This design comes from an exercise in tuning for small area, a short achievable clock period and few clock cycles on the open sky130 flow, not from production work. Only simulation tests tie the RTL to the original design; equivalence was not proved. Power figures rest on the tool's default switching activity, not on a simulated workload.

--- flow/flow/run.sh ---
#!/bin/bash
set -euo pipefail
MARGIN=$(cat flow/margin.txt)
PORTBUF=$(cat flow/portbuf.txt)
bash standard.sh SETUP_SLACK_MARGIN=$MARGIN RECOVER_POWER=$(cat flow/recover.txt) "BUFFER_PORTS_ARGS=-buffer_cell $PORTBUF" finish > standard_flow.log 2>&1
--- flow/flow/margin.txt ---
5.5
--- flow/flow/portbuf.txt ---
sky130_fd_sc_hd__buf_1
--- flow/flow/recover.txt ---
100
--- flow/standard.sh ---
#!/bin/bash
# synth_recipe.tcl (not shown) runs the flow's synth.tcl, then flattens the netlist and writes it again
# the make line also repeats each setting of config.mk as NAME=value (left out here)
make -C /OpenROAD-flow-scripts/flow DESIGN_CONFIG=/design/flow/config.mk WORK_HOME=/design/flow/orfs CLKGATE_MAP_FILE= SYNTH_SCRIPT=/design/flow/synth_recipe.tcl "${@:-finish}"
--- flow/config.mk ---
export PLATFORM = sky130hd
export DESIGN_NAME = vnlp_engine
export DESIGN_NICKNAME = vnlp_engine
export VERILOG_FILES = /design/flow/design.v
export SDC_FILE = /design/flow/constraint.sdc
export NUM_CORES = 4
export LEC_CHECK = 0
export CAP_MARGIN = 20
export CORE_MARGIN = 2
export CORE_UTILIZATION = 40
export SLEW_MARGIN = 20
export SYNTH_HIERARCHICAL = 1
--- flow/constraint.sdc ---
create_clock -name core_clock -period 10.0 [get_ports {clk}]
set_input_delay 2.0000 -clock core_clock [delete_from_list [all_inputs] [get_ports {clk}]]
set_output_delay 2.0000 -clock core_clock [all_outputs]
set_load 0.01 [all_outputs]
--- flow/design.v ---
package vnlp_pkg;
   localparam logic MODE_L2SQ = 1'b0;
   localparam logic MODE_L1   = 1'b1;
endpackage
module vnlp_fa (
   input  logic a,
   input  logic b,
   input  logic c,
   output logic s,
   output logic co
);
   assign s  = a ^ b ^ c;
   assign co = (a & b) | (a & c) | (b & c);
endmodule
module vnlp_ha (
   input  logic a,
   input  logic b,
   output logic s,
   output logic co
);
   assign s  = a ^ b;
   assign co = a & b;
endmodule
module vnlp_mac (
   input  logic [23:0] u_i,
   input  logic        m2_i,
   input  logic        ml_i,
   input  logic [46:0] acc_i,
   input  logic [7:0]  cy_i,
   output logic [46:0] sum_o,
   output logic [7:0]  cy_o,
   output logic        ovf_o
);
   logic [23:0] u2;
   logic [46:0] ra, rb;
   logic t0;
   logic t1;
   logic t2;
   logic t3;
   logic t4;
   logic t5;
   logic t6;
   logic t7;
   logic t8;
   logic t9;
   logic t10;
   logic t11;
   logic t12;
   logic t13;
   logic t14;
   logic t15;
   logic t16;
   logic t17;
   logic t18;
   logic t19;
   logic t20;
   logic t21;
   logic t22;
   logic t23;
   logic t24;
   logic t25;
   logic t26;
   logic t27;
   logic t28;
   logic t29;
   logic t30;
   logic t31;
   logic t32;
   logic t33;
   logic t34;
   logic t35;
   logic t36;
   logic t37;
   logic t38;
   logic t39;
   logic t40;
   logic t41;
   logic t42;
   logic t43;
   logic t44;
   logic t45;
   logic t46;
   logic t47;
   logic t48;
   logic t49;
   logic t50;
   logic t51;
   logic t52;
   logic t53;
   logic t54;
   logic t55;
   logic t56;
   logic t57;
   logic t58;
   logic t59;
   logic t60;
   logic t61;
   logic t62;
   logic t63;
   logic t64;
   logic t65;
   logic t66;
   logic t67;
   logic t68;
   logic t69;
   logic t70;
   logic t71;
   logic t72;
   logic t73;
   logic t74;
   logic t75;
   logic t76;
   logic t77;
   logic t78;
   logic t79;
   logic t80;
   logic t81;
   logic t82;
   logic t83;
   logic t84;
   logic t85;
   logic t86;
   logic t87;
   logic t88;
   logic t89;
   logic t90;
   logic t91;
   logic t92;
   logic t93;
   logic t94;
   logic t95;
   logic t96;
   logic t97;
   logic t98;
   logic t99;
   logic t100;
   logic t101;
   logic t102;
   logic t103;
   logic t104;
   logic t105;
   logic t106;
   logic t107;
   logic t108;
   logic t109;
   logic t110;
   logic t111;
   logic t112;
   logic t113;
   logic t114;
   logic t115;
   logic t116;
   logic t117;
   logic t118;
   logic t119;
   logic t120;
   logic t121;
   logic t122;
   logic t123;
   logic t124;
   logic t125;
   logic t126;
   logic t127;
   logic t128;
   logic t129;
   logic t130;
   logic t131;
   logic t132;
   logic t133;
   logic t134;
   logic t135;
   logic t136;
   logic t137;
   logic t138;
   logic t139;
   logic t140;
   logic t141;
   logic t142;
   logic t143;
   logic t144;
   logic t145;
   logic t146;
   logic t147;
   logic t148;
   logic t149;
   logic t150;
   logic t151;
   logic t152;
   logic t153;
   logic t154;
   logic t155;
   logic t156;
   logic t157;
   logic t158;
   logic t159;
   logic t160;
   logic t161;
   logic t162;
   logic t163;
   logic t164;
   logic t165;
   logic t166;
   logic t167;
   logic t168;
   logic t169;
   logic t170;
   logic t171;
   logic t172;
   logic t173;
   logic t174;
   logic t175;
   logic t176;
   logic t177;
   logic t178;
   logic t179;
   logic t180;
   logic t181;
   logic t182;
   logic t183;
   logic t184;
   logic t185;
   logic t186;
   logic t187;
   logic t188;
   logic t189;
   logic t190;
   logic t191;
   logic t192;
   logic t193;
   logic t194;
   logic t195;
   logic t196;
   logic t197;
   logic t198;
   logic t199;
   logic t200;
   logic t201;
   logic t202;
   logic t203;
   logic t204;
   logic t205;
   logic t206;
   logic t207;
   logic t208;
   logic t209;
   logic t210;
   logic t211;
   logic t212;
   logic t213;
   logic t214;
   logic t215;
   logic t216;
   logic t217;
   logic t218;
   logic t219;
   logic t220;
   logic t221;
   logic t222;
   logic t223;
   logic t224;
   logic t225;
   logic t226;
   logic t227;
   logic t228;
   logic t229;
   logic t230;
   logic t231;
   logic t232;
   logic t233;
   logic t234;
   logic t235;
   logic t236;
   logic t237;
   logic t238;
   logic t239;
   logic t240;
   logic t241;
   logic t242;
   logic t243;
   logic t244;
   logic t245;
   logic t246;
   logic t247;
   logic t248;
   logic t249;
   logic t250;
   logic t251;
   logic t252;
   logic t253;
   logic t254;
   logic t255;
   logic t256;
   logic t257;
   logic t258;
   logic t259;
   logic t260;
   logic t261;
   logic t262;
   logic t263;
   logic t264;
   logic t265;
   logic t266;
   logic t267;
   logic t268;
   logic t269;
   logic t270;
   logic t271;
   logic t272;
   logic t273;
   logic t274;
   logic t275;
   logic t276;
   logic t277;
   logic t278;
   logic t279;
   logic t280;
   logic t281;
   logic t282;
   logic t283;
   logic t284;
   logic t285;
   logic t286;
   logic t287;
   logic t288;
   logic t289;
   logic t290;
   logic t291;
   logic t292;
   logic t293;
   logic t294;
   logic t295;
   logic t296;
   logic t297;
   logic t298;
   logic t299;
   logic t300;
   logic t301;
   logic t302;
   logic t303;
   logic t304;
   logic t305;
   logic t306;
   logic t307;
   logic t308;
   logic t309;
   logic t310;
   logic t311;
   logic t312;
   logic t313;
   logic t314;
   logic t315;
   logic t316;
   logic t317;
   logic t318;
   logic t319;
   logic t320;
   logic t321;
   logic t322;
   logic t323;
   logic t324;
   logic t325;
   logic t326;
   logic t327;
   logic t328;
   logic t329;
   logic t330;
   logic t331;
   logic t332;
   logic t333;
   logic t334;
   logic t335;
   logic t336;
   logic t337;
   logic t338;
   logic t339;
   logic t340;
   logic t341;
   logic t342;
   logic t343;
   logic t344;
   logic t345;
   logic t346;
   logic t347;
   logic t348;
   logic t349;
   logic t350;
   logic t351;
   logic t352;
   logic t353;
   logic t354;
   logic t355;
   logic t356;
   logic t357;
   logic t358;
   logic t359;
   logic t360;
   logic t361;
   logic t362;
   logic t363;
   logic t364;
   logic t365;
   logic t366;
   logic t367;
   logic t368;
   logic t369;
   logic t370;
   logic t371;
   logic t372;
   logic t373;
   logic t374;
   logic t375;
   logic t376;
   logic t377;
   logic t378;
   logic t379;
   logic t380;
   logic t381;
   logic t382;
   logic t383;
   logic t384;
   logic t385;
   logic t386;
   logic t387;
   logic t388;
   logic t389;
   logic t390;
   logic t391;
   logic t392;
   logic t393;
   logic t394;
   logic t395;
   logic t396;
   logic t397;
   logic t398;
   logic t399;
   logic t400;
   logic t401;
   logic t402;
   logic t403;
   logic t404;
   logic t405;
   logic t406;
   logic t407;
   logic t408;
   logic t409;
   logic t410;
   logic t411;
   logic t412;
   logic t413;
   logic t414;
   logic t415;
   logic t416;
   logic t417;
   logic t418;
   logic t419;
   logic t420;
   logic t421;
   logic t422;
   logic t423;
   logic t424;
   logic t425;
   logic t426;
   logic t427;
   logic t428;
   logic t429;
   logic t430;
   logic t431;
   logic t432;
   logic t433;
   logic t434;
   logic t435;
   logic t436;
   logic t437;
   logic t438;
   logic t439;
   logic t440;
   logic t441;
   logic t442;
   logic t443;
   logic t444;
   logic t445;
   logic t446;
   logic t447;
   logic t448;
   logic t449;
   logic t450;
   logic t451;
   logic t452;
   logic t453;
   logic t454;
   logic t455;
   logic t456;
   logic t457;
   logic t458;
   logic t459;
   logic t460;
   logic t461;
   logic t462;
   logic t463;
   logic t464;
   logic t465;
   logic t466;
   logic t467;
   logic t468;
   logic t469;
   logic t470;
   logic t471;
   logic t472;
   logic t473;
   logic t474;
   logic t475;
   logic t476;
   logic t477;
   logic t478;
   logic t479;
   logic t480;
   logic t481;
   logic t482;
   logic t483;
   logic t484;
   logic t485;
   logic t486;
   logic t487;
   logic t488;
   logic t489;
   logic t490;
   logic t491;
   logic t492;
   logic t493;
   logic t494;
   logic t495;
   logic t496;
   logic t497;
   logic t498;
   logic t499;
   logic t500;
   logic t501;
   logic t502;
   logic t503;
   logic t504;
   logic t505;
   logic t506;
   logic t507;
   logic t508;
   logic t509;
   logic t510;
   logic t511;
   logic t512;
   logic t513;
   logic t514;
   logic t515;
   logic t516;
   logic t517;
   logic t518;
   logic t519;
   logic t520;
   logic t521;
   logic t522;
   logic t523;
   logic t524;
   logic t525;
   logic t526;
   logic t527;
   logic t528;
   logic t529;
   logic t530;
   logic t531;
   logic t532;
   logic t533;
   logic t534;
   logic t535;
   logic t536;
   logic t537;
   logic t538;
   logic t539;
   logic t540;
   logic t541;
   logic t542;
   logic t543;
   logic t544;
   logic t545;
   assign u2 = u_i & {24{m2_i}};
   vnlp_ha u_ha0 (.a(acc_i[16]), .b((u2[1] & u2[14])), .s(t0), .co(t1));
   vnlp_ha u_ha1 (.a(acc_i[17]), .b((u2[1] & u2[15])), .s(t2), .co(t3));
   vnlp_fa u_fa0 (.a(acc_i[18]), .b((u2[1] & u2[16])), .c((u2[2] & u2[15])), .s(t4), .co(t5));
   vnlp_ha u_ha2 (.a((u2[3] & u2[14])), .b((u2[4] & u2[13])), .s(t6), .co(t7));
   vnlp_fa u_fa1 (.a(acc_i[19]), .b(cy_i[2]), .c((u2[1] & u2[17])), .s(t8), .co(t9));
   vnlp_fa u_fa2 (.a((u2[2] & u2[16])), .b((u2[3] & u2[15])), .c((u2[4] & u2[14])), .s(t10), .co(t11));
   vnlp_fa u_fa3 (.a(acc_i[20]), .b((u2[1] & u2[18])), .c((u2[2] & u2[17])), .s(t12), .co(t13));
   vnlp_fa u_fa4 (.a((u2[3] & u2[16])), .b((u2[4] & u2[15])), .c((u2[5] & u2[14])), .s(t14), .co(t15));
   vnlp_ha u_ha3 (.a((u2[6] & u2[13])), .b((u2[7] & u2[12])), .s(t16), .co(t17));
   vnlp_fa u_fa5 (.a(acc_i[21]), .b((u2[1] & u2[19])), .c((u2[2] & u2[18])), .s(t18), .co(t19));
   vnlp_fa u_fa6 (.a((u2[3] & u2[17])), .b((u2[4] & u2[16])), .c((u2[5] & u2[15])), .s(t20), .co(t21));
   vnlp_ha u_ha4 (.a((u2[6] & u2[14])), .b((u2[7] & u2[13])), .s(t22), .co(t23));
   vnlp_fa u_fa7 (.a(acc_i[22]), .b((u2[10] & u2[11])), .c((u2[1] & u2[20])), .s(t24), .co(t25));
   vnlp_fa u_fa8 (.a((u2[2] & u2[19])), .b((u2[3] & u2[18])), .c((u2[4] & u2[17])), .s(t26), .co(t27));
   vnlp_fa u_fa9 (.a((u2[5] & u2[16])), .b((u2[6] & u2[15])), .c((u2[7] & u2[14])), .s(t28), .co(t29));
   vnlp_ha u_ha5 (.a((u2[8] & u2[13])), .b((u2[9] & u2[12])), .s(t30), .co(t31));
   vnlp_fa u_fa10 (.a(acc_i[23]), .b(cy_i[3]), .c((u2[10] & u2[12])), .s(t32), .co(t33));
   vnlp_fa u_fa11 (.a((u2[1] & u2[21])), .b((u2[2] & u2[20])), .c((u2[3] & u2[19])), .s(t34), .co(t35));
   vnlp_fa u_fa12 (.a((u2[4] & u2[18])), .b((u2[5] & u2[17])), .c((u2[6] & u2[16])), .s(t36), .co(t37));
   vnlp_fa u_fa13 (.a((u2[7] & u2[15])), .b((u2[8] & u2[14])), .c((u2[9] & u2[13])), .s(t38), .co(t39));
   vnlp_fa u_fa14 (.a(acc_i[24]), .b((u2[10] & u2[13])), .c((u2[11] & u2[12])), .s(t40), .co(t41));
   vnlp_fa u_fa15 (.a((u2[1] & u2[22])), .b((u2[2] & u2[21])), .c((u2[3] & u2[20])), .s(t42), .co(t43));
   vnlp_fa u_fa16 (.a((u2[4] & u2[19])), .b((u2[5] & u2[18])), .c((u2[6] & u2[17])), .s(t44), .co(t45));
   vnlp_fa u_fa17 (.a((u2[7] & u2[16])), .b((u2[8] & u2[15])), .c((u2[9] & u2[14])), .s(t46), .co(t47));
   vnlp_fa u_fa18 (.a(acc_i[25]), .b((u2[10] & u2[14])), .c((u2[11] & u2[13])), .s(t48), .co(t49));
   vnlp_fa u_fa19 (.a((u2[2] & u2[22])), .b((u2[3] & u2[21])), .c((u2[4] & u2[20])), .s(t50), .co(t51));
   vnlp_fa u_fa20 (.a((u2[5] & u2[19])), .b((u2[6] & u2[18])), .c((u2[7] & u2[17])), .s(t52), .co(t53));
   vnlp_fa u_fa21 (.a(acc_i[26]), .b((u2[10] & u2[15])), .c((u2[11] & u2[14])), .s(t54), .co(t55));
   vnlp_fa u_fa22 (.a((u2[12] & u2[13])), .b((u2[3] & u2[22])), .c((u2[4] & u2[21])), .s(t56), .co(t57));
   vnlp_fa u_fa23 (.a((u2[5] & u2[20])), .b((u2[6] & u2[19])), .c((u2[7] & u2[18])), .s(t58), .co(t59));
   vnlp_fa u_fa24 (.a(acc_i[27]), .b(cy_i[4]), .c((u2[10] & u2[16])), .s(t60), .co(t61));
   vnlp_fa u_fa25 (.a((u2[11] & u2[15])), .b((u2[12] & u2[14])), .c((u2[4] & u2[22])), .s(t62), .co(t63));
   vnlp_ha u_ha6 (.a((u2[5] & u2[21])), .b((u2[6] & u2[20])), .s(t64), .co(t65));
   vnlp_fa u_fa26 (.a(acc_i[28]), .b((u2[10] & u2[17])), .c((u2[11] & u2[16])), .s(t66), .co(t67));
   vnlp_fa u_fa27 (.a((u2[12] & u2[15])), .b((u2[13] & u2[14])), .c((u2[5] & u2[22])), .s(t68), .co(t69));
   vnlp_ha u_ha7 (.a((u2[6] & u2[21])), .b((u2[7] & u2[20])), .s(t70), .co(t71));
   vnlp_fa u_fa28 (.a(acc_i[29]), .b((u2[10] & u2[18])), .c((u2[11] & u2[17])), .s(t72), .co(t73));
   vnlp_ha u_ha8 (.a((u2[12] & u2[16])), .b((u2[13] & u2[15])), .s(t74), .co(t75));
   vnlp_fa u_fa29 (.a(acc_i[30]), .b((u2[10] & u2[19])), .c((u2[11] & u2[18])), .s(t76), .co(t77));
   vnlp_ha u_ha9 (.a((u2[12] & u2[17])), .b((u2[13] & u2[16])), .s(t78), .co(t79));
   vnlp_fa u_fa30 (.a(acc_i[31]), .b(cy_i[5]), .c((u2[10] & u2[20])), .s(t80), .co(t81));
   vnlp_ha u_ha10 (.a(acc_i[32]), .b((u2[10] & u2[21])), .s(t82), .co(t83));
   vnlp_fa u_fa31 (.a(acc_i[10]), .b(cy_i[0]), .c((u2[1] & u2[8])), .s(t84), .co(t85));
   vnlp_ha u_ha11 (.a(acc_i[11]), .b((u2[1] & u2[9])), .s(t86), .co(t87));
   vnlp_fa u_fa32 (.a(acc_i[12]), .b((u2[1] & u2[10])), .c((u2[2] & u2[9])), .s(t88), .co(t89));
   vnlp_ha u_ha12 (.a((u2[3] & u2[8])), .b((u2[4] & u2[7])), .s(t90), .co(t91));
   vnlp_fa u_fa33 (.a(acc_i[13]), .b((u2[1] & u2[11])), .c((u2[2] & u2[10])), .s(t92), .co(t93));
   vnlp_ha u_ha13 (.a((u2[3] & u2[9])), .b((u2[4] & u2[8])), .s(t94), .co(t95));
   vnlp_fa u_fa34 (.a(acc_i[14]), .b((u2[1] & u2[12])), .c((u2[2] & u2[11])), .s(t96), .co(t97));
   vnlp_fa u_fa35 (.a((u2[3] & u2[10])), .b((u2[4] & u2[9])), .c((u2[5] & u2[8])), .s(t98), .co(t99));
   vnlp_ha u_ha14 (.a((u2[6] & u2[7])), .b(u2[7]), .s(t100), .co(t101));
   vnlp_fa u_fa36 (.a(acc_i[15]), .b(cy_i[1]), .c((u2[1] & u2[13])), .s(t102), .co(t103));
   vnlp_fa u_fa37 (.a((u2[2] & u2[12])), .b((u2[3] & u2[11])), .c((u2[4] & u2[10])), .s(t104), .co(t105));
   vnlp_fa u_fa38 (.a((u2[5] & u2[9])), .b((u2[6] & u2[8])), .c(((u2[0] & u2[14]) | (u_i[15] & ml_i))), .s(t106), .co(t107));
   vnlp_fa u_fa39 (.a((u2[2] & u2[13])), .b((u2[3] & u2[12])), .c((u2[4] & u2[11])), .s(t108), .co(t109));
   vnlp_fa u_fa40 (.a((u2[5] & u2[10])), .b((u2[6] & u2[9])), .c((u2[7] & u2[8])), .s(t110), .co(t111));
   vnlp_fa u_fa41 (.a(u2[8]), .b(((u2[0] & u2[15]) | (u_i[16] & ml_i))), .c(t0), .s(t112), .co(t113));
   vnlp_fa u_fa42 (.a((u2[2] & u2[14])), .b((u2[3] & u2[13])), .c((u2[4] & u2[12])), .s(t114), .co(t115));
   vnlp_fa u_fa43 (.a((u2[5] & u2[11])), .b((u2[6] & u2[10])), .c((u2[7] & u2[9])), .s(t116), .co(t117));
   vnlp_fa u_fa44 (.a(((u2[0] & u2[16]) | (u_i[17] & ml_i))), .b(t1), .c(t2), .s(t118), .co(t119));
   vnlp_fa u_fa45 (.a((u2[5] & u2[12])), .b((u2[6] & u2[11])), .c((u2[7] & u2[10])), .s(t120), .co(t121));
   vnlp_fa u_fa46 (.a((u2[8] & u2[9])), .b(u2[9]), .c(((u2[0] & u2[17]) | (u_i[18] & ml_i))), .s(t122), .co(t123));
   vnlp_fa u_fa47 (.a(t3), .b(t6), .c(t4), .s(t124), .co(t125));
   vnlp_fa u_fa48 (.a((u2[5] & u2[13])), .b((u2[6] & u2[12])), .c((u2[7] & u2[11])), .s(t126), .co(t127));
   vnlp_fa u_fa49 (.a((u2[8] & u2[10])), .b(((u2[0] & u2[18]) | (u_i[19] & ml_i))), .c(t7), .s(t128), .co(t129));
   vnlp_fa u_fa50 (.a(t5), .b(t10), .c(t8), .s(t130), .co(t131));
   vnlp_fa u_fa51 (.a((u2[8] & u2[11])), .b((u2[9] & u2[10])), .c(u2[10]), .s(t132), .co(t133));
   vnlp_fa u_fa52 (.a(((u2[0] & u2[19]) | (u_i[20] & ml_i))), .b(t16), .c(t11), .s(t134), .co(t135));
   vnlp_fa u_fa53 (.a(t9), .b(t12), .c(t14), .s(t136), .co(t137));
   vnlp_fa u_fa54 (.a((u2[8] & u2[12])), .b((u2[9] & u2[11])), .c(((u2[0] & u2[20]) | (u_i[21] & ml_i))), .s(t138), .co(t139));
   vnlp_fa u_fa55 (.a(t17), .b(t22), .c(t13), .s(t140), .co(t141));
   vnlp_fa u_fa56 (.a(t15), .b(t18), .c(t20), .s(t142), .co(t143));
   vnlp_fa u_fa57 (.a(u2[11]), .b(((u2[0] & u2[21]) | (u_i[22] & ml_i))), .c(t23), .s(t144), .co(t145));
   vnlp_fa u_fa58 (.a(t30), .b(t19), .c(t21), .s(t146), .co(t147));
   vnlp_fa u_fa59 (.a(t24), .b(t26), .c(t28), .s(t148), .co(t149));
   vnlp_fa u_fa60 (.a(((u2[0] & u2[22]) | (u_i[23] & ml_i))), .b(t31), .c(t25), .s(t150), .co(t151));
   vnlp_fa u_fa61 (.a(t27), .b(t29), .c(t32), .s(t152), .co(t153));
   vnlp_fa u_fa62 (.a(t34), .b(t36), .c(t38), .s(t154), .co(t155));
   vnlp_fa u_fa63 (.a(u2[12]), .b(t33), .c(t35), .s(t156), .co(t157));
   vnlp_fa u_fa64 (.a(t37), .b(t39), .c(t40), .s(t158), .co(t159));
   vnlp_fa u_fa65 (.a(t42), .b(t44), .c(t46), .s(t160), .co(t161));
   vnlp_fa u_fa66 (.a((u2[8] & u2[16])), .b((u2[9] & u2[15])), .c(t41), .s(t162), .co(t163));
   vnlp_fa u_fa67 (.a(t43), .b(t45), .c(t47), .s(t164), .co(t165));
   vnlp_fa u_fa68 (.a(t48), .b(t50), .c(t52), .s(t166), .co(t167));
   vnlp_fa u_fa69 (.a((u2[8] & u2[17])), .b((u2[9] & u2[16])), .c(u2[13]), .s(t168), .co(t169));
   vnlp_fa u_fa70 (.a(t49), .b(t51), .c(t53), .s(t170), .co(t171));
   vnlp_fa u_fa71 (.a(t54), .b(t56), .c(t58), .s(t172), .co(t173));
   vnlp_fa u_fa72 (.a((u2[7] & u2[19])), .b((u2[8] & u2[18])), .c((u2[9] & u2[17])), .s(t174), .co(t175));
   vnlp_fa u_fa73 (.a(t64), .b(t55), .c(t57), .s(t176), .co(t177));
   vnlp_fa u_fa74 (.a(t59), .b(t60), .c(t62), .s(t178), .co(t179));
   vnlp_fa u_fa75 (.a((u2[8] & u2[19])), .b((u2[9] & u2[18])), .c(u2[14]), .s(t180), .co(t181));
   vnlp_fa u_fa76 (.a(t65), .b(t70), .c(t61), .s(t182), .co(t183));
   vnlp_fa u_fa77 (.a(t63), .b(t66), .c(t68), .s(t184), .co(t185));
   vnlp_fa u_fa78 (.a((u2[6] & u2[22])), .b((u2[7] & u2[21])), .c((u2[8] & u2[20])), .s(t186), .co(t187));
   vnlp_fa u_fa79 (.a((u2[9] & u2[19])), .b(t71), .c(t74), .s(t188), .co(t189));
   vnlp_fa u_fa80 (.a(t67), .b(t69), .c(t72), .s(t190), .co(t191));
   vnlp_fa u_fa81 (.a((u2[14] & u2[15])), .b((u2[7] & u2[22])), .c((u2[8] & u2[21])), .s(t192), .co(t193));
   vnlp_fa u_fa82 (.a((u2[9] & u2[20])), .b(u2[15]), .c(t75), .s(t194), .co(t195));
   vnlp_fa u_fa83 (.a(t78), .b(t73), .c(t76), .s(t196), .co(t197));
   vnlp_fa u_fa84 (.a((u2[11] & u2[19])), .b((u2[12] & u2[18])), .c((u2[13] & u2[17])), .s(t198), .co(t199));
   vnlp_fa u_fa85 (.a((u2[14] & u2[16])), .b((u2[8] & u2[22])), .c((u2[9] & u2[21])), .s(t200), .co(t201));
   vnlp_fa u_fa86 (.a(t79), .b(t77), .c(t80), .s(t202), .co(t203));
   vnlp_fa u_fa87 (.a((u2[11] & u2[20])), .b((u2[12] & u2[19])), .c((u2[13] & u2[18])), .s(t204), .co(t205));
   vnlp_fa u_fa88 (.a((u2[14] & u2[17])), .b((u2[15] & u2[16])), .c((u2[9] & u2[22])), .s(t206), .co(t207));
   vnlp_fa u_fa89 (.a(u2[16]), .b(t82), .c(t81), .s(t208), .co(t209));
   vnlp_fa u_fa90 (.a(acc_i[33]), .b((u2[10] & u2[22])), .c((u2[11] & u2[21])), .s(t210), .co(t211));
   vnlp_fa u_fa91 (.a((u2[12] & u2[20])), .b((u2[13] & u2[19])), .c((u2[14] & u2[18])), .s(t212), .co(t213));
   vnlp_ha u_ha15 (.a((u2[15] & u2[17])), .b(t83), .s(t214), .co(t215));
   vnlp_fa u_fa92 (.a(acc_i[34]), .b((u2[11] & u2[22])), .c((u2[12] & u2[21])), .s(t216), .co(t217));
   vnlp_fa u_fa93 (.a((u2[13] & u2[20])), .b((u2[14] & u2[19])), .c((u2[15] & u2[18])), .s(t218), .co(t219));
   vnlp_ha u_ha16 (.a((u2[16] & u2[17])), .b(u2[17]), .s(t220), .co(t221));
   vnlp_fa u_fa94 (.a(acc_i[35]), .b(cy_i[6]), .c((u2[12] & u2[22])), .s(t222), .co(t223));
   vnlp_fa u_fa95 (.a((u2[13] & u2[21])), .b((u2[14] & u2[20])), .c((u2[15] & u2[19])), .s(t224), .co(t225));
   vnlp_fa u_fa96 (.a(acc_i[36]), .b((u2[13] & u2[22])), .c((u2[14] & u2[21])), .s(t226), .co(t227));
   vnlp_ha u_ha17 (.a((u2[15] & u2[20])), .b((u2[16] & u2[19])), .s(t228), .co(t229));
   vnlp_ha u_ha18 (.a(acc_i[37]), .b((u2[14] & u2[22])), .s(t230), .co(t231));
   vnlp_ha u_ha19 (.a(acc_i[38]), .b((u2[15] & u2[22])), .s(t232), .co(t233));
   vnlp_ha u_ha20 (.a(acc_i[6]), .b((u2[1] & u2[4])), .s(t234), .co(t235));
   vnlp_ha u_ha21 (.a(acc_i[7]), .b((u2[1] & u2[5])), .s(t236), .co(t237));
   vnlp_fa u_fa97 (.a(acc_i[8]), .b((u2[1] & u2[6])), .c((u2[2] & u2[5])), .s(t238), .co(t239));
   vnlp_ha u_ha22 (.a((u2[3] & u2[4])), .b(u2[4]), .s(t240), .co(t241));
   vnlp_fa u_fa98 (.a(acc_i[9]), .b((u2[1] & u2[7])), .c((u2[2] & u2[6])), .s(t242), .co(t243));
   vnlp_ha u_ha23 (.a((u2[3] & u2[5])), .b(((u2[0] & u2[8]) | (u_i[9] & ml_i))), .s(t244), .co(t245));
   vnlp_fa u_fa99 (.a((u2[2] & u2[7])), .b((u2[3] & u2[6])), .c((u2[4] & u2[5])), .s(t246), .co(t247));
   vnlp_fa u_fa100 (.a(u2[5]), .b(((u2[0] & u2[9]) | (u_i[10] & ml_i))), .c(t84), .s(t248), .co(t249));
   vnlp_fa u_fa101 (.a((u2[2] & u2[8])), .b((u2[3] & u2[7])), .c((u2[4] & u2[6])), .s(t250), .co(t251));
   vnlp_fa u_fa102 (.a(((u2[0] & u2[10]) | (u_i[11] & ml_i))), .b(t86), .c(t85), .s(t252), .co(t253));
   vnlp_fa u_fa103 (.a((u2[5] & u2[6])), .b(u2[6]), .c(((u2[0] & u2[11]) | (u_i[12] & ml_i))), .s(t254), .co(t255));
   vnlp_fa u_fa104 (.a(t87), .b(t90), .c(t88), .s(t256), .co(t257));
   vnlp_fa u_fa105 (.a((u2[5] & u2[7])), .b(((u2[0] & u2[12]) | (u_i[13] & ml_i))), .c(t91), .s(t258), .co(t259));
   vnlp_fa u_fa106 (.a(t94), .b(t89), .c(t92), .s(t260), .co(t261));
   vnlp_fa u_fa107 (.a(((u2[0] & u2[13]) | (u_i[14] & ml_i))), .b(t95), .c(t100), .s(t262), .co(t263));
   vnlp_fa u_fa108 (.a(t93), .b(t96), .c(t98), .s(t264), .co(t265));
   vnlp_fa u_fa109 (.a(t101), .b(t97), .c(t99), .s(t266), .co(t267));
   vnlp_fa u_fa110 (.a(t102), .b(t104), .c(t106), .s(t268), .co(t269));
   vnlp_fa u_fa111 (.a(t103), .b(t105), .c(t107), .s(t270), .co(t271));
   vnlp_fa u_fa112 (.a(t108), .b(t110), .c(t112), .s(t272), .co(t273));
   vnlp_fa u_fa113 (.a(t109), .b(t111), .c(t114), .s(t274), .co(t275));
   vnlp_fa u_fa114 (.a(t116), .b(t113), .c(t118), .s(t276), .co(t277));
   vnlp_fa u_fa115 (.a(t115), .b(t117), .c(t120), .s(t278), .co(t279));
   vnlp_fa u_fa116 (.a(t122), .b(t119), .c(t124), .s(t280), .co(t281));
   vnlp_fa u_fa117 (.a(t121), .b(t123), .c(t126), .s(t282), .co(t283));
   vnlp_fa u_fa118 (.a(t128), .b(t125), .c(t130), .s(t284), .co(t285));
   vnlp_fa u_fa119 (.a(t127), .b(t132), .c(t129), .s(t286), .co(t287));
   vnlp_fa u_fa120 (.a(t134), .b(t131), .c(t136), .s(t288), .co(t289));
   vnlp_fa u_fa121 (.a(t133), .b(t138), .c(t135), .s(t290), .co(t291));
   vnlp_fa u_fa122 (.a(t140), .b(t137), .c(t142), .s(t292), .co(t293));
   vnlp_fa u_fa123 (.a(t139), .b(t141), .c(t144), .s(t294), .co(t295));
   vnlp_fa u_fa124 (.a(t146), .b(t143), .c(t148), .s(t296), .co(t297));
   vnlp_fa u_fa125 (.a(t145), .b(t147), .c(t150), .s(t298), .co(t299));
   vnlp_fa u_fa126 (.a(t149), .b(t152), .c(t154), .s(t300), .co(t301));
   vnlp_fa u_fa127 (.a(t151), .b(t156), .c(t153), .s(t302), .co(t303));
   vnlp_fa u_fa128 (.a(t155), .b(t158), .c(t160), .s(t304), .co(t305));
   vnlp_fa u_fa129 (.a(t157), .b(t162), .c(t164), .s(t306), .co(t307));
   vnlp_fa u_fa130 (.a(t159), .b(t161), .c(t166), .s(t308), .co(t309));
   vnlp_fa u_fa131 (.a(t168), .b(t163), .c(t165), .s(t310), .co(t311));
   vnlp_fa u_fa132 (.a(t170), .b(t167), .c(t172), .s(t312), .co(t313));
   vnlp_fa u_fa133 (.a(t169), .b(t174), .c(t171), .s(t314), .co(t315));
   vnlp_fa u_fa134 (.a(t176), .b(t173), .c(t178), .s(t316), .co(t317));
   vnlp_fa u_fa135 (.a(t175), .b(t180), .c(t177), .s(t318), .co(t319));
   vnlp_fa u_fa136 (.a(t182), .b(t179), .c(t184), .s(t320), .co(t321));
   vnlp_fa u_fa137 (.a(t181), .b(t186), .c(t183), .s(t322), .co(t323));
   vnlp_fa u_fa138 (.a(t188), .b(t185), .c(t190), .s(t324), .co(t325));
   vnlp_fa u_fa139 (.a(t187), .b(t192), .c(t189), .s(t326), .co(t327));
   vnlp_fa u_fa140 (.a(t194), .b(t191), .c(t196), .s(t328), .co(t329));
   vnlp_fa u_fa141 (.a(t193), .b(t198), .c(t200), .s(t330), .co(t331));
   vnlp_fa u_fa142 (.a(t195), .b(t197), .c(t202), .s(t332), .co(t333));
   vnlp_fa u_fa143 (.a(t199), .b(t201), .c(t204), .s(t334), .co(t335));
   vnlp_fa u_fa144 (.a(t206), .b(t208), .c(t203), .s(t336), .co(t337));
   vnlp_fa u_fa145 (.a(t205), .b(t207), .c(t210), .s(t338), .co(t339));
   vnlp_fa u_fa146 (.a(t212), .b(t214), .c(t209), .s(t340), .co(t341));
   vnlp_fa u_fa147 (.a(t220), .b(t211), .c(t213), .s(t342), .co(t343));
   vnlp_fa u_fa148 (.a(t216), .b(t218), .c(t215), .s(t344), .co(t345));
   vnlp_fa u_fa149 (.a((u2[16] & u2[18])), .b(t221), .c(t217), .s(t346), .co(t347));
   vnlp_fa u_fa150 (.a(t219), .b(t222), .c(t224), .s(t348), .co(t349));
   vnlp_fa u_fa151 (.a((u2[17] & u2[18])), .b(u2[18]), .c(t228), .s(t350), .co(t351));
   vnlp_fa u_fa152 (.a(t223), .b(t225), .c(t226), .s(t352), .co(t353));
   vnlp_fa u_fa153 (.a((u2[15] & u2[21])), .b((u2[16] & u2[20])), .c((u2[17] & u2[19])), .s(t354), .co(t355));
   vnlp_fa u_fa154 (.a(t229), .b(t230), .c(t227), .s(t356), .co(t357));
   vnlp_fa u_fa155 (.a((u2[16] & u2[21])), .b((u2[17] & u2[20])), .c((u2[18] & u2[19])), .s(t358), .co(t359));
   vnlp_fa u_fa156 (.a(u2[19]), .b(t231), .c(t232), .s(t360), .co(t361));
   vnlp_fa u_fa157 (.a(acc_i[39]), .b((u2[16] & u2[22])), .c((u2[17] & u2[21])), .s(t362), .co(t363));
   vnlp_ha u_ha24 (.a((u2[18] & u2[20])), .b(t233), .s(t364), .co(t365));
   vnlp_fa u_fa158 (.a(acc_i[40]), .b(cy_i[7]), .c((u2[17] & u2[22])), .s(t366), .co(t367));
   vnlp_fa u_fa159 (.a((u2[18] & u2[21])), .b((u2[19] & u2[20])), .c(u2[20]), .s(t368), .co(t369));
   vnlp_ha u_ha25 (.a(acc_i[41]), .b((u2[18] & u2[22])), .s(t370), .co(t371));
   vnlp_ha u_ha26 (.a(acc_i[42]), .b((u2[19] & u2[22])), .s(t372), .co(t373));
   vnlp_ha u_ha27 (.a(acc_i[4]), .b((u2[1] & u2[2])), .s(t374), .co(t375));
   vnlp_ha u_ha28 (.a(acc_i[5]), .b((u2[1] & u2[3])), .s(t376), .co(t377));
   vnlp_fa u_fa160 (.a((u2[2] & u2[3])), .b(u2[3]), .c(((u2[0] & u2[5]) | (u_i[6] & ml_i))), .s(t378), .co(t379));
   vnlp_fa u_fa161 (.a((u2[2] & u2[4])), .b(((u2[0] & u2[6]) | (u_i[7] & ml_i))), .c(t235), .s(t380), .co(t381));
   vnlp_fa u_fa162 (.a(((u2[0] & u2[7]) | (u_i[8] & ml_i))), .b(t237), .c(t240), .s(t382), .co(t383));
   vnlp_fa u_fa163 (.a(t241), .b(t239), .c(t244), .s(t384), .co(t385));
   vnlp_fa u_fa164 (.a(t243), .b(t245), .c(t246), .s(t386), .co(t387));
   vnlp_fa u_fa165 (.a(t247), .b(t250), .c(t252), .s(t388), .co(t389));
   vnlp_fa u_fa166 (.a(t251), .b(t254), .c(t253), .s(t390), .co(t391));
   vnlp_fa u_fa167 (.a(t255), .b(t258), .c(t257), .s(t392), .co(t393));
   vnlp_fa u_fa168 (.a(t259), .b(t262), .c(t261), .s(t394), .co(t395));
   vnlp_fa u_fa169 (.a(t263), .b(t266), .c(t265), .s(t396), .co(t397));
   vnlp_fa u_fa170 (.a(t267), .b(t269), .c(t270), .s(t398), .co(t399));
   vnlp_fa u_fa171 (.a(t271), .b(t274), .c(t273), .s(t400), .co(t401));
   vnlp_fa u_fa172 (.a(t275), .b(t278), .c(t277), .s(t402), .co(t403));
   vnlp_fa u_fa173 (.a(t279), .b(t282), .c(t281), .s(t404), .co(t405));
   vnlp_fa u_fa174 (.a(t283), .b(t286), .c(t285), .s(t406), .co(t407));
   vnlp_fa u_fa175 (.a(t287), .b(t290), .c(t289), .s(t408), .co(t409));
   vnlp_fa u_fa176 (.a(t291), .b(t294), .c(t293), .s(t410), .co(t411));
   vnlp_fa u_fa177 (.a(t295), .b(t297), .c(t298), .s(t412), .co(t413));
   vnlp_fa u_fa178 (.a(t299), .b(t301), .c(t302), .s(t414), .co(t415));
   vnlp_fa u_fa179 (.a(t303), .b(t305), .c(t306), .s(t416), .co(t417));
   vnlp_fa u_fa180 (.a(t307), .b(t310), .c(t309), .s(t418), .co(t419));
   vnlp_fa u_fa181 (.a(t311), .b(t314), .c(t313), .s(t420), .co(t421));
   vnlp_fa u_fa182 (.a(t315), .b(t318), .c(t317), .s(t422), .co(t423));
   vnlp_fa u_fa183 (.a(t319), .b(t322), .c(t321), .s(t424), .co(t425));
   vnlp_fa u_fa184 (.a(t323), .b(t326), .c(t325), .s(t426), .co(t427));
   vnlp_fa u_fa185 (.a(t330), .b(t327), .c(t329), .s(t428), .co(t429));
   vnlp_fa u_fa186 (.a(t331), .b(t334), .c(t333), .s(t430), .co(t431));
   vnlp_fa u_fa187 (.a(t335), .b(t338), .c(t340), .s(t432), .co(t433));
   vnlp_fa u_fa188 (.a(t342), .b(t339), .c(t344), .s(t434), .co(t435));
   vnlp_fa u_fa189 (.a(t343), .b(t346), .c(t345), .s(t436), .co(t437));
   vnlp_fa u_fa190 (.a(t347), .b(t350), .c(t349), .s(t438), .co(t439));
   vnlp_fa u_fa191 (.a(t354), .b(t351), .c(t356), .s(t440), .co(t441));
   vnlp_fa u_fa192 (.a(t355), .b(t358), .c(t357), .s(t442), .co(t443));
   vnlp_fa u_fa193 (.a(t359), .b(t362), .c(t364), .s(t444), .co(t445));
   vnlp_fa u_fa194 (.a(t363), .b(t366), .c(t368), .s(t446), .co(t447));
   vnlp_fa u_fa195 (.a((u2[19] & u2[21])), .b(t370), .c(t367), .s(t448), .co(t449));
   vnlp_fa u_fa196 (.a((u2[20] & u2[21])), .b(u2[21]), .c(t371), .s(t450), .co(t451));
   vnlp_ha u_ha29 (.a(acc_i[43]), .b((u2[20] & u2[22])), .s(t452), .co(t453));
   vnlp_ha u_ha30 (.a(acc_i[44]), .b((u2[21] & u2[22])), .s(t454), .co(t455));
   vnlp_ha u_ha31 (.a(acc_i[2]), .b(u2[1]), .s(t456), .co(t457));
   vnlp_ha u_ha32 (.a(acc_i[3]), .b(((u2[0] & u2[2]) | (u_i[3] & ml_i))), .s(t458), .co(t459));
   vnlp_fa u_fa197 (.a(u2[2]), .b(((u2[0] & u2[3]) | (u_i[4] & ml_i))), .c(t374), .s(t460), .co(t461));
   vnlp_fa u_fa198 (.a(((u2[0] & u2[4]) | (u_i[5] & ml_i))), .b(t375), .c(t376), .s(t462), .co(t463));
   vnlp_fa u_fa199 (.a(t377), .b(t234), .c(t378), .s(t464), .co(t465));
   vnlp_fa u_fa200 (.a(t236), .b(t379), .c(t380), .s(t466), .co(t467));
   vnlp_fa u_fa201 (.a(t238), .b(t381), .c(t382), .s(t468), .co(t469));
   vnlp_fa u_fa202 (.a(t242), .b(t383), .c(t384), .s(t470), .co(t471));
   vnlp_fa u_fa203 (.a(t385), .b(t248), .c(t386), .s(t472), .co(t473));
   vnlp_fa u_fa204 (.a(t249), .b(t387), .c(t388), .s(t474), .co(t475));
   vnlp_fa u_fa205 (.a(t256), .b(t389), .c(t390), .s(t476), .co(t477));
   vnlp_fa u_fa206 (.a(t260), .b(t391), .c(t392), .s(t478), .co(t479));
   vnlp_fa u_fa207 (.a(t264), .b(t393), .c(t394), .s(t480), .co(t481));
   vnlp_fa u_fa208 (.a(t268), .b(t395), .c(t396), .s(t482), .co(t483));
   vnlp_fa u_fa209 (.a(t397), .b(t272), .c(t398), .s(t484), .co(t485));
   vnlp_fa u_fa210 (.a(t276), .b(t399), .c(t400), .s(t486), .co(t487));
   vnlp_fa u_fa211 (.a(t280), .b(t401), .c(t402), .s(t488), .co(t489));
   vnlp_fa u_fa212 (.a(t284), .b(t403), .c(t404), .s(t490), .co(t491));
   vnlp_fa u_fa213 (.a(t288), .b(t405), .c(t406), .s(t492), .co(t493));
   vnlp_fa u_fa214 (.a(t292), .b(t407), .c(t408), .s(t494), .co(t495));
   vnlp_fa u_fa215 (.a(t296), .b(t409), .c(t410), .s(t496), .co(t497));
   vnlp_fa u_fa216 (.a(t300), .b(t411), .c(t412), .s(t498), .co(t499));
   vnlp_fa u_fa217 (.a(t304), .b(t413), .c(t414), .s(t500), .co(t501));
   vnlp_fa u_fa218 (.a(t308), .b(t415), .c(t416), .s(t502), .co(t503));
   vnlp_fa u_fa219 (.a(t312), .b(t417), .c(t418), .s(t504), .co(t505));
   vnlp_fa u_fa220 (.a(t316), .b(t419), .c(t420), .s(t506), .co(t507));
   vnlp_fa u_fa221 (.a(t320), .b(t421), .c(t422), .s(t508), .co(t509));
   vnlp_fa u_fa222 (.a(t324), .b(t423), .c(t424), .s(t510), .co(t511));
   vnlp_fa u_fa223 (.a(t328), .b(t425), .c(t426), .s(t512), .co(t513));
   vnlp_fa u_fa224 (.a(t332), .b(t427), .c(t428), .s(t514), .co(t515));
   vnlp_fa u_fa225 (.a(t336), .b(t429), .c(t430), .s(t516), .co(t517));
   vnlp_fa u_fa226 (.a(t337), .b(t431), .c(t432), .s(t518), .co(t519));
   vnlp_fa u_fa227 (.a(t341), .b(t434), .c(t433), .s(t520), .co(t521));
   vnlp_fa u_fa228 (.a(t348), .b(t436), .c(t435), .s(t522), .co(t523));
   vnlp_fa u_fa229 (.a(t352), .b(t437), .c(t438), .s(t524), .co(t525));
   vnlp_fa u_fa230 (.a(t353), .b(t439), .c(t440), .s(t526), .co(t527));
   vnlp_fa u_fa231 (.a(t360), .b(t441), .c(t442), .s(t528), .co(t529));
   vnlp_fa u_fa232 (.a(t361), .b(t444), .c(t443), .s(t530), .co(t531));
   vnlp_fa u_fa233 (.a(t365), .b(t445), .c(t446), .s(t532), .co(t533));
   vnlp_fa u_fa234 (.a(t369), .b(t448), .c(t447), .s(t534), .co(t535));
   vnlp_fa u_fa235 (.a(t372), .b(t449), .c(t450), .s(t536), .co(t537));
   vnlp_fa u_fa236 (.a(t373), .b(t452), .c(t451), .s(t538), .co(t539));
   vnlp_fa u_fa237 (.a(u2[22]), .b(t453), .c(t454), .s(t540), .co(t541));
   vnlp_ha u_ha33 (.a(acc_i[45]), .b(t455), .s(t542), .co(t543));
   vnlp_ha u_ha34 (.a(acc_i[46]), .b(u2[23]), .s(t544), .co(t545));
   assign ra = {t544, t542, t540, t538, t536, t533, t532, t529, t527, t525, t523, t522, t519, t517, t515, t513, t511, t509, t507, t505, t503, t501, t499, t497, t495, t493, t491, t489, t487, t485, t483, t481, t479, t477, t475, t473, t471, t469, t467, t465, t463, t461, t459, t457, ((u2[0] & u2[1]) | (u_i[2] & ml_i)), acc_i[1], acc_i[0]};
   assign rb = {t543, t541, t539, t537, t535, t534, t531, t530, t528, t526, t524, t521, t520, t518, t516, t514, t512, t510, t508, t506, t504, t502, t500, t498, t496, t494, t492, t490, t488, t486, t484, t482, t480, t478, t476, t474, t472, t470, t468, t466, t464, t462, t460, t458, t456, (u_i[1] & ml_i), (u2[0] | (u_i[0] & ml_i))};
   logic [10:0] blk0;
   assign blk0 = {1'b0, ra[9:0]} + {1'b0, rb[9:0]};
   assign sum_o[9:0] = blk0[9:0];
   logic [5:0] blk1;
   assign blk1 = {1'b0, ra[14:10]} + {1'b0, rb[14:10]};
   assign sum_o[14:10] = blk1[4:0];
   logic [4:0] blk2;
   assign blk2 = {1'b0, ra[18:15]} + {1'b0, rb[18:15]};
   assign sum_o[18:15] = blk2[3:0];
   logic [4:0] blk3;
   assign blk3 = {1'b0, ra[22:19]} + {1'b0, rb[22:19]};
   assign sum_o[22:19] = blk3[3:0];
   logic [4:0] blk4;
   assign blk4 = {1'b0, ra[26:23]} + {1'b0, rb[26:23]};
   assign sum_o[26:23] = blk4[3:0];
   logic [4:0] blk5;
   assign blk5 = {1'b0, ra[30:27]} + {1'b0, rb[30:27]};
   assign sum_o[30:27] = blk5[3:0];
   logic [4:0] blk6;
   assign blk6 = {1'b0, ra[34:31]} + {1'b0, rb[34:31]};
   assign sum_o[34:31] = blk6[3:0];
   logic [5:0] blk7;
   assign blk7 = {1'b0, ra[39:35]} + {1'b0, rb[39:35]};
   assign sum_o[39:35] = blk7[4:0];
   logic [7:0] blk8;
   assign blk8 = {1'b0, ra[46:40]} + {1'b0, rb[46:40]};
   assign sum_o[46:40] = blk8[6:0];
   assign cy_o = {blk7[5], blk6[4], blk5[4], blk4[4], blk3[4], blk2[4], blk1[5], blk0[10]};
   assign ovf_o = blk8[7] | t545;
endmodule
module vnlp_nand2 #(
   parameter int W = 9
) (
   input  logic [W-1:0] a_i,
   input  logic [W-1:0] b_i,
   output logic [W-1:0] y_o
);
   assign y_o = ~(a_i & b_i);
endmodule
module vnlp_amux #(
   parameter int W = 9
) (
   input  logic         sel_i,
   input  logic [W-1:0] a_i,
   input  logic [W-1:0] b_i,
   output logic [W-1:0] y_o
);
   logic [W-1:0] na, nb;
   vnlp_nand2 #(.W(W)) u_na (.a_i(a_i), .b_i({W{sel_i}}),  .y_o(na));
   vnlp_nand2 #(.W(W)) u_nb (.a_i(b_i), .b_i({W{~sel_i}}), .y_o(nb));
   vnlp_nand2 #(.W(W)) u_ny (.a_i(na),  .b_i(nb),          .y_o(y_o));
endmodule
module vnlp_engine #(
   parameter int DW      = 24,
   parameter int AW      = 9,
   parameter int LW      = 7,
   parameter int ACCW    = 2*DW-1,
   parameter int LEN_MAX = 2**LW-1,
   parameter int NCY     = 8
) (
   input  logic                 clk,
   input  logic                 rst_n,
   input  logic                 START,
   input  logic [AW-1:0]        HEAD,
   input  logic                 NORM_MODE,
   output logic                 DONE,
   output logic [ACCW-1:0]      NORM2,
   output logic [LW-1:0]        LEN,
   output logic                 ERR,
   output logic                 SAT,
   output logic [AW-1:0]        rd_addr1,
   output logic [AW-1:0]        rd_addr2,
   input  logic [DW-1:0]        rd_data1,
   input  logic [DW-1:0]        rd_data2
);
   logic            busy_q;      
   logic            v1_q;        
   logic            v2_q;        
   logic            fin_q;       
   logic [AW-1:0]   head_q;
   logic            mode_q;
   logic [LW-1:0]   len_q;
   logic            err_q;
   logic [AW-1:0]   p_q;         
   logic [DW-1:0]   u_q;         
   logic            m2_q, ml_q;
   logic [ACCW-1:0] acc_q;
   logic [NCY-1:0]  cy_q;        
   logic            sat_q;
   logic            fresh_q;     
   logic            start_ok, hit, last;
   logic [AW-1:0]   link;
   logic [DW-1:0]   mag;
   logic [ACCW-1:0] sum;
   logic [NCY-1:0]  cy;
   logic            ovf;
   assign link     = rd_data1[AW-1:0];
   assign start_ok = START & ~busy_q & ~v1_q & ~v2_q;
   assign hit      = (link == head_q);
   assign last     = hit | (len_q == LW'(LEN_MAX-1));
   assign mag      = rd_data2[DW-1] ? -rd_data2 : rd_data2;
   vnlp_amux #(.W(AW)) u_amux (.sel_i(busy_q), .a_i(link), .b_i(HEAD), .y_o(rd_addr1));
   assign rd_addr2 = p_q;
   always_ff @(posedge clk or negedge rst_n) begin
      if (!rst_n) begin
         busy_q <= 1'b0;
         v1_q   <= 1'b0;
         v2_q   <= 1'b0;
         fin_q  <= 1'b0;
      end else begin
         if (start_ok)    busy_q <= 1'b1;
         else if (last)   busy_q <= 1'b0;
         v1_q <= busy_q;
         v2_q <= v1_q;
         if (start_ok)              fin_q <= 1'b0;
         else if (v2_q && !v1_q)    fin_q <= 1'b1;
      end
   end
   always_ff @(posedge clk) begin
      p_q <= rd_addr1 + 1'b1;
      if (start_ok) begin
         head_q <= HEAD;
         mode_q <= NORM_MODE;
         len_q  <= '0;
      end else if (busy_q) begin
         len_q  <= len_q + 1'b1;
         err_q  <= ~hit;
      end
      u_q  <= mag;
      m2_q <= v1_q & (mode_q == vnlp_pkg::MODE_L2SQ);
      ml_q <= v1_q & (mode_q == vnlp_pkg::MODE_L1);
      fresh_q <= start_ok;
      acc_q   <= sum;
      cy_q    <= cy;
      sat_q   <= (sat_q & ~fresh_q) | ovf;
   end
   vnlp_mac u_mac (
      .u_i   (u_q),
      .m2_i  (m2_q),
      .ml_i  (ml_q),
      .acc_i (acc_q & {ACCW{~fresh_q}}),
      .cy_i  (cy_q & {NCY{~fresh_q}}),
      .sum_o (sum),
      .cy_o  (cy),
      .ovf_o (ovf)
   );
   assign DONE  = fin_q & (sat_q | (cy_q == '0));
   assign NORM2 = acc_q | {ACCW{sat_q}};
   assign LEN   = len_q;
   assign ERR   = err_q;
   assign SAT   = sat_q;
endmodule
==> results of run 1 <==
-- routing by layer --
metal  up-vias  share of wire, %  GRT usage, %
met2       301                48          34.2
met1      4856                45          28.6
met3        38               5.9          3.27
met4         0               1.7          5.75
met5         -                 0             0
li1       4312                 -             -
-- sequential cells by signal, indices dropped and copies added, names as in the netlist --
signal / flops
acc_q: 47
busy_q: 1
cy_q: 8
err_q: 1
fin_q: 1
fresh_q: 1
head_q: 9
len_q: 7
m2_q: 1
ml_q: 1
mode_q: 1
p_q: 9
sat_q: 1
u_q: 24
v1_q: 1
v2_q: 1
-- synth_stat cells, types with 9 or more instances --
cell	count	area share, %
o21ai_0	20	0.76
fa_1	247	38
a21oi_1	20	0.76
dfxtp_1	99	15
nor2b_1	65	3.1
nor2_1	19	0.54
and3_1	233	11
buf_2	17	0.65
nand3_1	9	0.34
and2_1	25	1.2
edfxtp_1	11	2.5
inv_1	50	1.4
a21o_1	14	0.80
xnor2_1	63	4.2
clkbuf_1	74	2.1
a22o_1	22	1.5
or2_2	47	2.2
ha_1	86	8.2
nand2b_1	11	0.52
nand2_1	54	1.5
nand4_1	9	0.43
-- final timing paths --
path	startpoint	endpoint	slack [ns]	depth (start not counted)
min in group asynchronous	rst_n	fin_q	1.39	1
hold / removal	mode_q	m2_q	0.44	1
hold reg to reg	mode_q	m2_q	0.44	1
max in group asynchronous	rst_n	v2_q	8.42	1
setup / recovery	m2_q	cy_q[3]	3.66	14
setup reg to reg	m2_q	cy_q[3]	3.66	14
-- timing repair --
item | 4_1_cts | 5_1_grt
gates cloned | 0 | 1
buffers inserted | 7 | 10
resized for setup | 22 | 11
setup endpoints to repair | 41 | 19
pin swaps | 5 | 4
-- final cells by class --
type | count | area [sq um] | share of cell area (%)
Clock buffer | 20 | 457 | 3.11
Timing Repair Buffer | 157 | 751 | 5.12
Antenna cell | 2 | 5.00 | 0.0341
Sequential cell | 114 | 2430 | 16.5
Multi-Input combinational cell | 989 | 10200 | 69.5
Clock inverter | 12 | 96.3 | 0.657
Inverter | 50 | 188 | 1.28
Tap cell | 442 | 553 | 3.77
-- logic make-up (layout without fill, tap and decap cells) --
family / count (synthesis) / count (layout) / share of synthesized area (%)
simple gates: 488 / 488 / 21.9
fa+ha+maj: 333 / 333 / 45.7
buf+inv: 141 / 239 / 4.18
flops: 114 / 114 / 18.3
compound gates: 97 / 97 / 5.23
xor+xnor: 71 / 71 / 4.72
other cells: 0 / 2 / 0
-- per-module statistics from Yosys (local to each module, per instance), a selection --
module       cell area, sq um  times used  cells inside  flops+latches
vnlp_ha                  12.5          35             1              0
vnlp_mac                 3830           1           572              0
vnlp_fa                  20.0         238             1              0
vnlp_engine              4040           1           371            114
-- worst register-to-register path: stages, from the launching register on --
cell      delay [ns]
dfxtp_1         0.67
clkbuf_1        0.15
clkbuf_1        0.88
clkbuf_1        1.44
and3_1          0.41
fa_1            0.42
fa_1            0.42
fa_1            0.46
fa_1            0.52
ha_1            0.16
inv_1           0.05
fa_1            0.39
nor2b_1         0.13
o21ai_0         0.09
nand2b_1        0.08
-- where the power goes --
part | leakage [nW] | internal [mW] | switching (mW)
combinational | 6.09 | 1.95 | 2.16
sequential | 0.972 | 0.719 | 0.157
clock | 0.261 | 0.335 | 0.255
total | 7.32 | 3.00 | 2.57
-- through the flow --
step | setup slack, ns | power (mW) | area [sq um] | hold WS [ns]
final | 3.66 | 5.57 | 14700 | 0.437
after floorplan | 5.74 | 4.01 | 13200 | 0.396
after CTS | 5.47 | 5.64 | 14700 | 0.412
after global placement | 4.74 | 4.89 | 14000 | 0.400
after detailed placement | 4.66 | 4.96 | 14000 | 0.410
after global routing | 3.13 | 6.31 | 14700 | 0.452
==> results.toml, run 1 <==
[synth]
synth_edf_count = 11
synth_cell_types = 43
async_reset_ff_share_pct = 3.51
ys_ff_latch = 114
synth_area_per_cell_sq_um = 10.6
syn-instance-count = 1244
syn_area_sq_um = 13200
synth_warnings = 7
syn_nets = 1638
yosysSeqAreaShare_pct = 18.3
synth-main-ff-cell = "dfxtp_1"

[cts]
cts_tree = "yes"
clk_pin_slew_worst_paths_ns = 0.06
cts_hold_buffers = 0
htree_levels = 4
cts.sinks = 114
clockBufferDepth = 2
cts_buffers = 17
cts_root_buf = "clkbuf_16"
clkLatencyLatePin_ns = 0.42

[setup_path]
crit_top_cell = "fa_1"
critPathKind = "flop to flop"
cp.arrival_ns = 6.70
crit_chain = "clkbuf_1 > clkbuf_1 > clkbuf_1 > and3_1 > fa_1 > fa_1 > fa_1 > fa_1 > ha_1 > inv_1 > fa_1 > nor2b_1 > o21ai_0 > nand2b_1"
max_stage_delay_ns = 1.44
path_max_fanout = 60
critPathRequiredTime_ns = 10.36
crit_buf_inv = 4
cp-start-kind = "flop"
crit_family = "buffers and inverters"
end_kind = "flop"
crit_slowest_cell = "clkbuf_1"

[finish]
fill_cells = 3076
fin_cells = 1786
drive_above_1_share_pct = 9.84
layout_common_cells = "fa_1 (247), and3_1 (233), buf_1 (110)"
final_common_cell = "fa_1"
area_growth_pct = 11.3
utilization_pct = 45.2
finish.net_count = 1723

[floorplanning]
rows = 66
core_area_sq_um = 32500
initial_core_util_pct = 40.6
fp.dieArea_sq_um = 34400
io_pins = 136
die_w_um = 185
dieHeight_um = 185

[timing]
min_period_ns = 6.34
worstMarginPinSlew_ns = 2.04
slew-limit-headroom_pct = -35.8
setup_violations = 0
fin_crit_sh_pct = 63.4
rsz0062_at_grt = "false"
fin_skew_ns = 0.00994
report.final.slew_viol_count = 180
finalHoldViolations = 0
setup_tns_ns = 0
fmax_ghz = 0.158

[flow_run]
drv_cap = 3

[grt]
grt_pass1_wl_mm = 54.8
grt_pass1_vias = 10200
grt_overflow_total = 0
antenna_found_initial = 2
grt_usage_pct = 20.8
grt_max_degree = 136

[detailed_routing]
num_vias = 9507
viasPerCell = 5.32
ant_nets = 0
wire_per_inst_um = 19.3
drt_first_pass_iters = 5
drt_iter0_drc = 626
drc = 0
wl_mm = 34.5

[placed_design]
dpl.hpwl_mm = 23.7
numPortBuffers = 120
post-place-cells = 1734
place_congestion = 0.846

[run_status]
violatedChecks = "capacitance limit, slew limit"
status = "finished with violations"

[hold_path]
hp-class = "flop to flop"

[power_and_ir_drop]
p_leak_nw = 7.32
ir_worst_vdd_mv = 0.180
powerDensity_nw_per_um2 = 380
Testbench counts, summed over its fixed seeds: cycles 26,523.
==> run 2, diff against run 1 <==
==> flow/flow/run.sh (replaced) <==
#!/bin/bash
set -euo pipefail
MARGIN=$(cat flow/margin.txt)
PORTBUF=$(cat flow/portbuf.txt)
bash standard.sh SETUP_SLACK_MARGIN=$MARGIN "BUFFER_PORTS_ARGS=-buffer_cell $PORTBUF" finish > standard_flow.log 2>&1
--- a/flow/config.mk
+++ b/flow/config.mk
@@ -7,6 +7,6 @@
 export LEC_CHECK = 0
 export CAP_MARGIN = 20
 export CORE_MARGIN = 2
-export CORE_UTILIZATION = 40
+export CORE_UTILIZATION = 70
 export SLEW_MARGIN = 20
 export SYNTH_HIERARCHICAL = 1
removed: flow/flow/recover.txt
==> results.toml, run 2 <==
[run_status]
status = "timing/DRC/antenna clean"

[detailed_routing]
drt_iter0_drc = 763
num_vias = 9629
viasPerCell = 6.17
drt_first_pass_iters = 5
ant_nets = 0
wire_per_inst_um = 21.1
drc = 0
wl_mm = 32.9

[flow_run]
drv_cap = 0

[timing]
worstMarginPinSlew_ns = 1.01
setup_tns_ns = 0
fin_skew_ns = 0.00901
finalHoldViolations = 0
slew-limit-headroom_pct = 32.6
setup_violations = 0
min_period_ns = 4.48
report.final.slew_viol_count = 0
rsz0062_at_grt = "true"
fmax_ghz = 0.223
fin_crit_sh_pct = 44.8

[setup_path]
r2r_cells = 12
critPathRequiredTime_ns = 8.00
cp-start-kind = "input port"
r2r_slack_ns = 5.63
reg2reg_to = "cy_q[4]"
critPathKind = "input port to primary output"
cp.arrival_ns = 2.48
r2r-start = "u_q[9]"
end_kind = "primary output"
path_max_fanout = 4

[synth]
synth_area_per_cell_sq_um = 10.6
async_reset_ff_share_pct = 3.51
synth-main-ff-cell = "dfxtp_1"
yosys-top-cells-area = "fa_1 (38%), dfxtp_1 (15%), and3_1 (11%)"
yosysSeqAreaShare_pct = 18.3
syn_nets = 1638
synth_cell_types = 43
syn-instance-count = 1244
ys_ff_latch = 114
synth_warnings = 7
yosysTopAreaCell = "fa_1"
yosysTopAreaCellShare_pct = 37.5
synth_edf_count = 11
synth.top_cells.by_count = "fa_1 (247), and3_1 (233), dfxtp_1 (99)"
synth.most_common_cell = "fa_1"
syn_area_sq_um = 13200

[grt]
antenna_found_initial = 0
grt_pass1_vias = 10300
grt_max_degree = 73
grt_pass1_wl_mm = 53.6
grt_overflow_total = 0
grt_usage_pct = 35.1

[finish]
top_register = "acc_q"
antennaDiodeCount = 0
layout_common_cells = "fa_1 (247), and3_1 (233), buf_1 (112)"
drive_above_1_share_pct = 11.2
final_common_cell = "fa_1"
area_growth_pct = 9.73
largest_register_ffs = 47
fill_cells = 1290
largestRegisters = "acc_q (47), u_q (24)"
finish.net_count = 1708
fin_cells = 1561

[cts]
htree_levels = 4
clkLatencyLatePin_ns = 0.43
cts.sinks = 114
clockBufferDepth = 2
cts_root_buf = "clkbuf_16"
cts_buffers = 17
clk_pin_slew_worst_paths_ns = 0.07
cts_tree = "yes"

[floorplanning]
core_area_sq_um = 18600
io_pins = 136
die_w_um = 141
fp.dieArea_sq_um = 19900
rows = 50
initial_core_util_pct = 70.9
dieHeight_um = 141

[placed_design]
dpl.hpwl_mm = 22.4
numPortBuffers = 120
post-place-cells = 1513
place_congestion = 0.869

[power_and_ir_drop]
ir_worst_vdd_mv = 0.366
p_leak_nw = 7.34
powerDensity_nw_per_um2 = 395

[hold_path]
hp-class = "flop to flop"
worstHoldEndpoint = "m2_q"
hp-start = "mode_q"
worst_hold_path.num_cells = 1
-- run 2: cell counts after synthesis --
Identical to the previous run, type by type.
-- run 2: kinds of logic after synthesis --
family	count (synthesis)	share of synthesized area [%]
compound gates	97	5.23
xor+xnor	71	4.72
fa+ha+maj	333	45.7
buf+inv	141	4.18
flops	114	18.3
simple gates	488	21.9
-- run 2: timing repair --
item,4_1_cts,5_1_grt
setup buffers,5,10
cloned,1,0
hold buffers,0,0
endpoints found under the setup margin,41,24
gates resized for setup,25,21
pin swaps,5,6
-- run 2: how the worst max path moves through the flow --
| stage | startpoint | to | slack, ns | depth (start not counted) |
|---|---|---|---|---|
| 5_1_grt | fresh_q | cy_q[4] | 5.45 | 13 |
| 3_3_place_gp | m2_q | cy_q[4] | 4.75 | 13 |
| 2_1_floorplan | m2_q | cy_q[4] | 5.74 | 15 |
| 3_5_place_dp | m2_q | cy_q[4] | 4.60 | 13 |
| 6_report | rd_data1[6] | rd_addr1[6] | 5.52 | 4 |
| 4_1_cts | u_q[10] | cy_q[4] | 5.46 | 12 |
-- run 2: through the flow --
step | utilization, % | setup slack, ns | total power [mW] | hold slack (ns) | area (sq um)
2_1_floorplan | - | 5.74 | 4.01 | 0.396 | 13200
3_3_place_gp | 73.2 | 4.75 | 4.79 | 0.400 | 13600
3_5_place_dp | 73.2 | 4.60 | 4.98 | 0.416 | 13600
4_1_cts | 77.2 | 5.46 | 5.71 | 0.423 | 14300
5_1_grt | 77.8 | 5.45 | 6.35 | 0.447 | 14500
6_report | 77.8 | 5.52 | 5.72 | 0.429 | 14500
-- run 2: cell type report --
class	count	area (sq um)	area share [%]
repair buffers	142	709	4.91
inverters	50	188	1.30
clock buffers	17	425	2.94
multi-input cells	989	10200	70.8
flip-flops and latches	114	2440	16.9
clock inverters	15	163	1.13
well taps	234	293	2.03
-- run 2: critical path, cell delays in order --
cell and delay (ns):
buf_2 0.11, nand2_1 0.07, nand2_2 0.17, buf_6 0.12
-- run 2: modules after synthesis, one instance, submodules excluded, a selection --
module       copies in the design  cell area (sq um)  cells inside  flip-flops and latches
vnlp_mac                        1               3830           572                       0
vnlp_engine                     1               4040           371                     114
vnlp_fa                       238               20.0             1                       0
vnlp_ha                        35               12.5             1                       0
-- run 2: layer usage --
metal	routed length, um	vias up	global-route usage [%]
met5	0	-	0
met4	927	0	11.8
met3	2660	61	8.49
met2	15900	429	57.0
met1	13400	4837	46.9
li1	-	4302	-
-- run 2: where the power goes --
part	switching (mW)	internal, mW
clock network	0.277	0.355
registers	0.174	0.721
logic	2.20	1.99

## port drivers added, routing unchanged
Ports are ideal in the flow. The routed layouts listed here were re-timed in OpenROAD. Step 1 (the two cells are an assumption about what drives the block):
set clk [get_ports {clk}]
set_driving_cell -lib_cell sky130_fd_sc_hd__clkbuf_16 $clk
set_driving_cell -lib_cell sky130_fd_sc_hd__buf_2 [delete_from_list [all_inputs] $clk]
Step 2 times the ports against the registers' clock, not the clock port: input delays grow and output delays shrink by t, the midpoint of the rising clock arrivals with the driver on. Three values: ideal, step 1, step 2; two values: the first two.
run	t (ns)	setup slack, ns	worst setup path at the end
run 1	0.467	3.659 / 3.659 / 3.659	register to register
run 2	0.472	5.520 / 5.490 / 5.490	input to output
For run 2, which loses most, drivers alone change the setup slack by -0.030 ns; drivers and shift together by -0.030 ns.
